Background: an optimization exercise with open tools, aiming at small area, a short achievable clock period and few clock cycles per item. Do not read the settings as production practice.
No functional check of the RTL was part of this run.
Power figures rest on the tool's default switching activity, not on a simulated workload.

===== run.sh =====
#!/bin/bash
# synth_recipe.tcl (not shown) runs the flow's synth.tcl, then flattens the netlist and writes it again
# the make line also repeats each setting of config.mk as NAME=value (left out here)
make -C /OpenROAD-flow-scripts/flow DESIGN_CONFIG=/design/flow/config.mk WORK_HOME=/design/flow/orfs CLKGATE_MAP_FILE= SYNTH_SCRIPT=/design/flow/synth_recipe.tcl finish

===== config.mk =====
export PLATFORM = sky130hd
export DESIGN_NAME = cycling_speed_cadence_packet_top
export DESIGN_NICKNAME = cycling_speed_cadence_packet_top
export VERILOG_FILES = /design/flow/design.v
export SDC_FILE = /design/flow/constraint.sdc
export NUM_CORES = 4
export LEC_CHECK = 0
export CAP_MARGIN = 20
export CORE_MARGIN = 2
export CORE_UTILIZATION = 40
export SLEW_MARGIN = 20

===== constraint.sdc =====
create_clock -name core_clock -period 10.0 [get_ports {i_clk}]
set_input_delay 2.0000 -clock core_clock [delete_from_list [all_inputs] [get_ports {i_clk}]]
set_output_delay 2.0000 -clock core_clock [all_outputs]
set_load 0.01 [all_outputs]

===== design.v =====
`timescale 1ns / 1ps
`default_nettype none
package cscp_pkg;
    localparam int unsigned PACKET_LENGTH = 11;
    localparam int unsigned APB_DATA_W = 32;
    localparam int unsigned APB_ADDR_W = 3;
    localparam logic [0:0]  REG_CIRC       = 1'b0;
    localparam logic [11:0] CIRC_RESET     = 12'd2170;
    localparam logic [3:0]  BYTE_CNT_MAX   = 4'd15;
    localparam logic [3:0]  BYTE_CNT_LAST  = 4'(PACKET_LENGTH - 1);
    localparam logic [3:0]  WHEEL_FIRST    = 4'd1;
    localparam logic [3:0]  WHEEL_LAST     = 4'd4;
    localparam logic [3:0]  CRANK_AFTER_WH = 4'd7;
    localparam logic [3:0]  CRANK_NO_WH    = 4'd1;
    localparam logic [15:0] CAD_SCALE      = 16'd60000;
    localparam logic [7:0]  SPEED_MAX      = 8'hFF;
    localparam logic [15:0] CAD_MAX        = 16'hFFFF;
    localparam int unsigned DIV_W          = 64;
    localparam int unsigned STEP_W         = 6;
    localparam int unsigned PROD_W         = 48;
    typedef enum logic [4:0] {
        S_IDLE = 5'b00001,
        S_MUL  = 5'b00010,
        S_LOAD = 5'b00100,
        S_DIV  = 5'b01000,
        S_OUT  = 5'b10000
    } t_state;
endpackage
`default_nettype wire
`timescale 1ns / 1ps
`default_nettype none
import cscp_pkg::*;
module cycling_speed_cadence_packet_top (
    input  wire                                  i_clk,
    input  wire                                  i_rst_n,
    input  wire                                  i_in_valid,
    output logic                                 o_in_stall,
    input  wire  [7:0]                           i_data_byte,
    input  wire                                  i_last_byte,
    input  wire  [31:0]                          i_now_ms,
    output logic                                 o_out_valid,
    input  wire                                  i_out_stall,
    output logic [7:0]                           o_speed_kmh,
    output logic [15:0]                          o_cadence_rpm,
    output logic                                 o_zero_interval,
    input  wire                                  psel,
    input  wire                                  penable,
    input  wire                                  pwrite,
    input  wire  [cscp_pkg::APB_ADDR_W-1:0]      paddr,
    input  wire  [cscp_pkg::APB_DATA_W-1:0]      pwdata,
    output logic [cscp_pkg::APB_DATA_W-1:0]      prdata,
    output logic                                 pready
);
    cscp_pkg::t_state      r_state;
    logic [11:0]           r_circ;
    logic [3:0]            r_byte_cnt, n_byte_cnt;
    logic [1:0]            r_flags,    n_flags;
    logic [31:0]           r_wheel,    n_wheel;
    logic [15:0]           r_crank,    n_crank;
    logic [31:0]           r_prev_wheel;
    logic [15:0]           r_prev_crank;
    logic [31:0]           r_prev_time;
    logic [31:0]           r_wdiff;
    logic [15:0]           r_cdiff;
    logic [31:0]           r_delta;
    logic                  r_phase;
    logic [PROD_W-1:0]     r_prod;
    logic [DIV_W-1:0]      r_quo;
    logic [DIV_W-1:0]      r_rem;
    logic [DIV_W-1:0]      r_den;
    logic [STEP_W-1:0]     r_step;
    logic [7:0]            r_speed;
    logic [15:0]           r_cad;
    logic                  r_zero;
    logic                  r_out_valid;
    logic [7:0]            r_out_speed;
    logic [15:0]           r_out_cad;
    logic                  r_out_zero;
    logic                  in_acc;
    logic                  pkt_match;
    logic                  cfg_wr;
    logic [3:0]            cnt_m1;
    logic [3:0]            crank_start;
    logic [31:0]           wdiff;
    logic [15:0]           cdiff;
    logic [31:0]           delta;
    logic [31:0]           mul_a;
    logic [15:0]           mul_b;
    logic [DIV_W-1:0]      rem_sh;
    logic [DIV_W:0]        rem_sub;
    logic                  rem_ge;
    logic [DIV_W-1:0]      quo_nxt;
    logic                  out_free;
    assign o_in_stall   = (r_state != S_IDLE);
    assign in_acc       = i_in_valid && !o_in_stall;
    assign pkt_match    = (r_byte_cnt != BYTE_CNT_MAX) && (r_byte_cnt == BYTE_CNT_LAST);
    assign cfg_wr       = psel && penable && pwrite && pready;
    assign pready       = 1'b1;
    assign prdata       = (paddr[2] == REG_CIRC) ? {20'd0, r_circ} : '0;
    assign o_out_valid     = r_out_valid;
    assign o_speed_kmh     = r_out_speed;
    assign o_cadence_rpm   = r_out_cad;
    assign o_zero_interval = r_out_zero;
    assign out_free        = !r_out_valid || !i_out_stall;
    assign cnt_m1      = r_byte_cnt - 4'd1;
    assign crank_start = r_flags[0] ? CRANK_AFTER_WH : CRANK_NO_WH;
    always_comb begin
        n_byte_cnt = r_byte_cnt;
        n_flags    = r_flags;
        n_wheel    = r_wheel;
        n_crank    = r_crank;
        if (r_byte_cnt == 4'd0) begin
            n_flags = i_data_byte[1:0];
            n_wheel = '0;
            n_crank = '0;
        end else begin
            if (r_flags[0] && r_byte_cnt >= WHEEL_FIRST && r_byte_cnt <= WHEEL_LAST) begin
                n_wheel = r_wheel | ({24'd0, i_data_byte} << {cnt_m1[1:0], 3'b000});
            end
            if (r_flags[1] && r_byte_cnt == crank_start) begin
                n_crank[7:0] = r_crank[7:0] | i_data_byte;
            end
            if (r_flags[1] && r_byte_cnt == crank_start + 4'd1) begin
                n_crank[15:8] = r_crank[15:8] | i_data_byte;
            end
        end
        if (r_byte_cnt != BYTE_CNT_MAX) begin
            n_byte_cnt = r_byte_cnt + 4'd1;
        end
    end
    assign wdiff = n_wheel - r_prev_wheel;
    assign cdiff = n_crank - r_prev_crank;
    assign delta = i_now_ms - r_prev_time;
    assign mul_a   = r_phase ? {16'd0, r_cdiff} : r_wdiff;
    assign mul_b   = r_phase ? CAD_SCALE : {4'd0, r_circ};
    assign rem_sh  = {r_rem[DIV_W-2:0], r_quo[DIV_W-1]};
    assign rem_sub = {1'b0, rem_sh} - {1'b0, r_den};
    assign rem_ge  = !rem_sub[DIV_W];
    assign quo_nxt = {r_quo[DIV_W-2:0], rem_ge};
    always_ff @(posedge i_clk) begin
        if (!i_rst_n) begin
            r_circ <= CIRC_RESET;
        end else if (cfg_wr && paddr[2] == REG_CIRC) begin
            r_circ <= pwdata[11:0];
        end
    end
    always_ff @(posedge i_clk) begin
        if (!i_rst_n) begin
            r_byte_cnt   <= '0;
            r_flags      <= '0;
            r_wheel      <= '0;
            r_crank      <= '0;
            r_prev_wheel <= '0;
            r_prev_crank <= '0;
            r_prev_time  <= '0;
        end else if (in_acc) begin
            if (i_last_byte) begin
                r_byte_cnt <= '0;
                r_flags    <= '0;
                r_wheel    <= '0;
                r_crank    <= '0;
                if (pkt_match) begin
                    r_prev_wheel <= n_wheel;
                    r_prev_crank <= n_crank;
                    r_prev_time  <= i_now_ms;
                end
            end else begin
                r_byte_cnt <= n_byte_cnt;
                r_flags    <= n_flags;
                r_wheel    <= n_wheel;
                r_crank    <= n_crank;
            end
        end
    end
    always_ff @(posedge i_clk) begin
        if (!i_rst_n) begin
            r_state     <= S_IDLE;
            r_phase     <= 1'b0;
            r_step      <= '0;
            r_out_valid <= 1'b0;
        end else begin
            if (r_state == S_OUT && out_free) begin
                r_out_valid <= 1'b1;
            end else if (r_out_valid && !i_out_stall) begin
                r_out_valid <= 1'b0;
            end
            case (r_state)
                S_IDLE: begin
                    if (in_acc && i_last_byte && pkt_match) begin
                        r_phase <= 1'b0;
                        if (delta == 32'd0) begin
                            r_state <= S_OUT;
                        end else begin
                            r_state <= S_MUL;
                        end
                    end
                end
                S_MUL: begin
                    r_state <= S_LOAD;
                end
                S_LOAD: begin
                    r_step  <= '0;
                    r_state <= S_DIV;
                end
                S_DIV: begin
                    r_step <= r_step + 1'b1;
                    if (r_step == '1) begin
                        r_phase <= 1'b1;
                        r_state <= r_phase ? S_OUT : S_MUL;
                    end
                end
                S_OUT: begin
                    if (out_free) begin
                        r_state <= S_IDLE;
                    end
                end
                default: begin
                    r_state <= S_IDLE;
                end
            endcase
        end
    end
    always_ff @(posedge i_clk) begin
        case (r_state)
            S_IDLE: begin
                if (in_acc && i_last_byte && pkt_match) begin
                    r_wdiff <= wdiff;
                    r_cdiff <= cdiff;
                    r_delta <= delta;
                    r_zero  <= (delta == 32'd0);
                    r_speed <= SPEED_MAX;
                    r_cad   <= CAD_MAX;
                end
            end
            S_MUL: begin
                r_prod <= PROD_W'(mul_a) * PROD_W'(mul_b);
            end
            S_LOAD: begin
                r_rem <= '0;
                if (r_phase) begin
                    r_quo <= {16'd0, r_prod};
                    r_den <= {32'd0, r_delta};
                end else begin
                    r_quo <= ({16'd0, r_prod} << 5) + ({16'd0, r_prod} << 2);
                    r_den <= ({32'd0, r_delta} << 3) + ({32'd0, r_delta} << 1);
                end
            end
            S_DIV: begin
                r_rem <= rem_ge ? rem_sub[DIV_W-1:0] : rem_sh;
                r_quo <= quo_nxt;
                if (r_step == '1) begin
                    if (r_phase) begin
                        r_cad <= (quo_nxt > DIV_W'(CAD_MAX)) ? CAD_MAX : quo_nxt[15:0];
                    end else begin
                        r_speed <= (quo_nxt > DIV_W'(SPEED_MAX)) ? SPEED_MAX : quo_nxt[7:0];
                    end
                end
            end
            S_OUT: begin
                if (out_free) begin
                    r_out_speed <= r_speed;
                    r_out_cad   <= r_cad;
                    r_out_zero  <= r_zero;
                end
            end
            default: begin
            end
        endcase
    end
endmodule
`default_nettype wire

==> reports/results.txt <==
outcome -> timing/DRC/antenna clean
fin util -> 0.444
ys flop type -> edfxtp_1
buffer depth of the longest clock path -> 3
post-route ant nets -> 0
WL per Instance -> 17.1 um
# DRC -> 0
Yosys warning count -> 1
number of synthesized flops with an enable pin -> 341
RSZ-0062 raised after global routing -> no
CP Capture Type -> flop
syn_area_per_cell -> 9.09 sq um
die area -> 116000 sq um
most frequent CP cell -> fa_1
Die Y -> 341 um
post-route insts no fill -> 6575
most common cell after layout, fill and taps aside -> nand2_1
Tot GR Track Use -> 0.194
Final Cell Area -> 50000 sq um
sequential area share after synthesis -> 0.295
post-synthesis cell area -> 45500 sq um
Final Wtd Congestion -> 0.874
slowest stage delay, CP -> 0.85 ns
Final Hold Fails -> 0
largest net degree at the start of global routing -> 145
WP data arrival -> 8.65 ns
crit path cell chain -> buf_12 > and2_1 > a21oi_1 > fa_1 > inv_1 > fa_1 > fa_1 > fa_1 > fa_1 > inv_1 > fa_1 > inv_1 > ha_1 > a21o_1 > a21o_1 > a21oi_1 > o311ai_0 > a311o_1 > a21bo_2 > nand3_1 > nand2_1 > a21oi_1 > o41ai_1 > xor2_1
vias in the first global route -> 33900
routed wire length -> 112000 um
initial core utilization -> 0.404
crit start category -> flop
clock latency (worst-skew pair) -> 0.68 ns
CTS resizes -> 0
Core ar. -> 113000 sq um
Syn-to-layout area delta -> 9.94%
CTS root buf -> clkbuf_16
Buffers on Ports -> 99
Detailed Place HPWL -> 83400 um
Crit Path Class -> flop to flop
Pwr per Cell Area -> 104 nW/um^2
chip width -> 341 um
vias -> 34400
Tmin final -> 8.25 ns
clock slew at reported path FFs -> 0.06 ns
Hold Buf Count CTS -> 0
Max FO, Critical Path -> 144
CP max stage cell -> dfxtp_4
antenna violations before repair -> 3
unique cell type count in the Yosys netlist -> 95
# setup viols final -> 0
First-pass DRT Iterations -> 6
vias per cell -> 5.23
achievable clock frequency -> 121 MHz
LEAKAGE -> 0.0207 uW
post-CTS setup repair buffer count -> 0
max-cap check violation count -> 0
Clock Skews -> 0.0417 ns
Iter 0 DRT Violations -> 2093
peak supply drop -> 134 uV
layout cells sized above 1 -> 0.0418
clk sinks -> 500
worst hold path type -> flop to flop
Slew Limit Fails -> 0
H-tree levels -> 2
DP Area -> 48000 sq um
placed insts -> 6462
CTS tree -> done
critical path required time -> 10.40 ns
Filler cells -> 11000
Fin Setup TNS -> 0 ns
first-pass GRT wire length -> 183000 um
post-synthesis async set-or-reset flop share -> 0
commonest non-fill, non-tap cells in the layout -> nand2_1, inv_1, fa_1
worst-margin pin slew -> 1.05 ns
Site Rows -> 123
Mapped Cells -> 5006
grt total ovfl -> 0
Ports -> 143
cts bufs inserted -> 59
Synth Register Bits -> 500
Slew Limit Headroom -> 0.294
Period Utilization, post-route -> 0.825
nets -> 5831
==> stage by stage <==
step	setup slack (ns)	total power, uW	hold slack, ns
floorplan	2.38	2800	0.400
global placement	1.78	2970	0.402
detailed placement	1.77	2970	0.405
CTS	1.73	5230	0.422
global route	1.29	5420	0.425
finish	1.75	5180	0.420
==> worst max-delay path: cells and delay by family, from the launching register on <==
family | cells | cell delay [ns]
flops | 1 | 0.85
fa+ha+maj | 7 | 3.59
buf+inv | 4 | 0.70
compound gates | 9 | 1.97
simple gates | 3 | 0.58
xor+xnor | 1 | 0.15
==> cell usage after synthesis, types with 26 or more instances <==
library cell	number	area, sq um
nor4_1	27	169
fa_1	376	7530
xor2_1	84	736
a22oi_1	65	488
and3_1	32	200
a31oi_1	27	169
dfxtp_1	159	3180
and2_1	154	963
nand2b_1	45	282
or3_1	39	244
xnor2_1	142	1240
nand4_1	29	181
nand2_1	625	2350
a21oi_1	348	1740
nor2_1	296	1110
nor2b_1	118	738
edfxtp_1	341	10200
nor3_1	61	305
clkbuf_1	205	769
nand3_1	75	375
a21o_1	97	728
o21ai_0	172	861
ha_1	349	4370
a22o_1	47	412
a211oi_1	26	195
inv_1	617	2320
a21boi_0	99	743
o21a_1	49	368
==> layer usage <==
metal	wire, um	vias to the layer above	share of wire	global-route usage
met5	13	-	0.00012	0
met3	5170	145	0.046	0.0244
met4	3040	2	0.027	0.0569
met1	52000	16600	0.46	0.265
met2	52200	773	0.46	0.321
li1	-	16900	-	-
==> kinds of logic (layout without fill, tap and decap cells) <==
| logic type | count (synthesis) | count (layout) | share of synthesized area |
|---|---|---|---|
| compound gates | 1111 | 1111 | 0.160 |
| xor+xnor | 226 | 226 | 0.0435 |
| other cells | 2 | 73 | 0.000165 |
| simple gates | 1560 | 1560 | 0.163 |
| flops | 500 | 500 | 0.295 |
| buf+inv | 867 | 865 | 0.0742 |
| fa+ha+maj | 725 | 725 | 0.261 |
| mux | 15 | 15 | 0.00344 |
==> power breakdown <==
part	internal, uW	switching (uW)
registers	2210	2.84
clock network	1320	929
logic	295	427
==> cell type report <==
| type | instances | area (sq um) | area share |
|---|---|---|---|
| Inverter | 618 | 2330 | 0.0465 |
| Multi-Input combinational cell | 3709 | 29100 | 0.581 |
| Tap cell | 1500 | 1880 | 0.0375 |
| Clock inverter | 36 | 415 | 0.00830 |
| Timing Repair Buffer | 135 | 1280 | 0.0257 |
| Sequential cell | 500 | 13400 | 0.268 |
| Clock buffer | 76 | 1630 | 0.0326 |
| Antenna cell | 1 | 2.50 | 0.0000500 |
==> sequential cells by signal, indices dropped and copies added (netlist names), 2 cells and up <==
register / cells
r_out_cad: 16
r_crank: 16
r_prev_time: 32
r_speed: 8
r_out_speed: 8
r_state: 5
r_prev_wheel: 32
r_step: 6
r_cad: 16
r_circ: 12
r_prod: 48
r_wheel: 32
r_delta: 32
r_rem: 63
r_quo: 64
r_wdiff: 32
r_flags: 2
r_byte_cnt: 4
r_cdiff: 16
r_prev_crank: 16
r_den: 36
==> final timing paths <==
| kind | startpoint | end | slack, ns | depth (start not counted) |
|---|---|---|---|---|
| max | r_phase | r_prod[45] | 1.75 | 24 |
| min reg2reg | r_speed[7] | r_out_speed[7] | 0.42 | 0 |
| min | r_speed[7] | r_out_speed[7] | 0.42 | 0 |
| max reg2reg | r_phase | r_prod[45] | 1.75 | 24 |

## separate check: timing with driven ports
The flow's constraints put no driver on any port. The routed layout listed below was extracted and timed again, unchanged, in two steps.
Step 1: set_driving_cell puts a clkbuf_16 on i_clk and a buf_2 on each other input, an assumption about the parent block.
Step 2 also shifts input and output timing later by t, the mid clock arrival at the registers, as if the neighbouring blocks saw the same clock.
a / b / c = no drivers / after step 1 / after step 2; a / b = the first two.
t, ns: 0.730
slack for setup (ns): 1.750 / 1.750 / 1.750
worst setup path at the end: register to register
worst register clock-pin slew, ns: 0.08 / 0.08
cell pins on the clock port's net: 1
After both steps this run still meets setup and hold. The setup slack of this run moves by 0.000 ns with the drivers and by 0.000 ns with both steps.
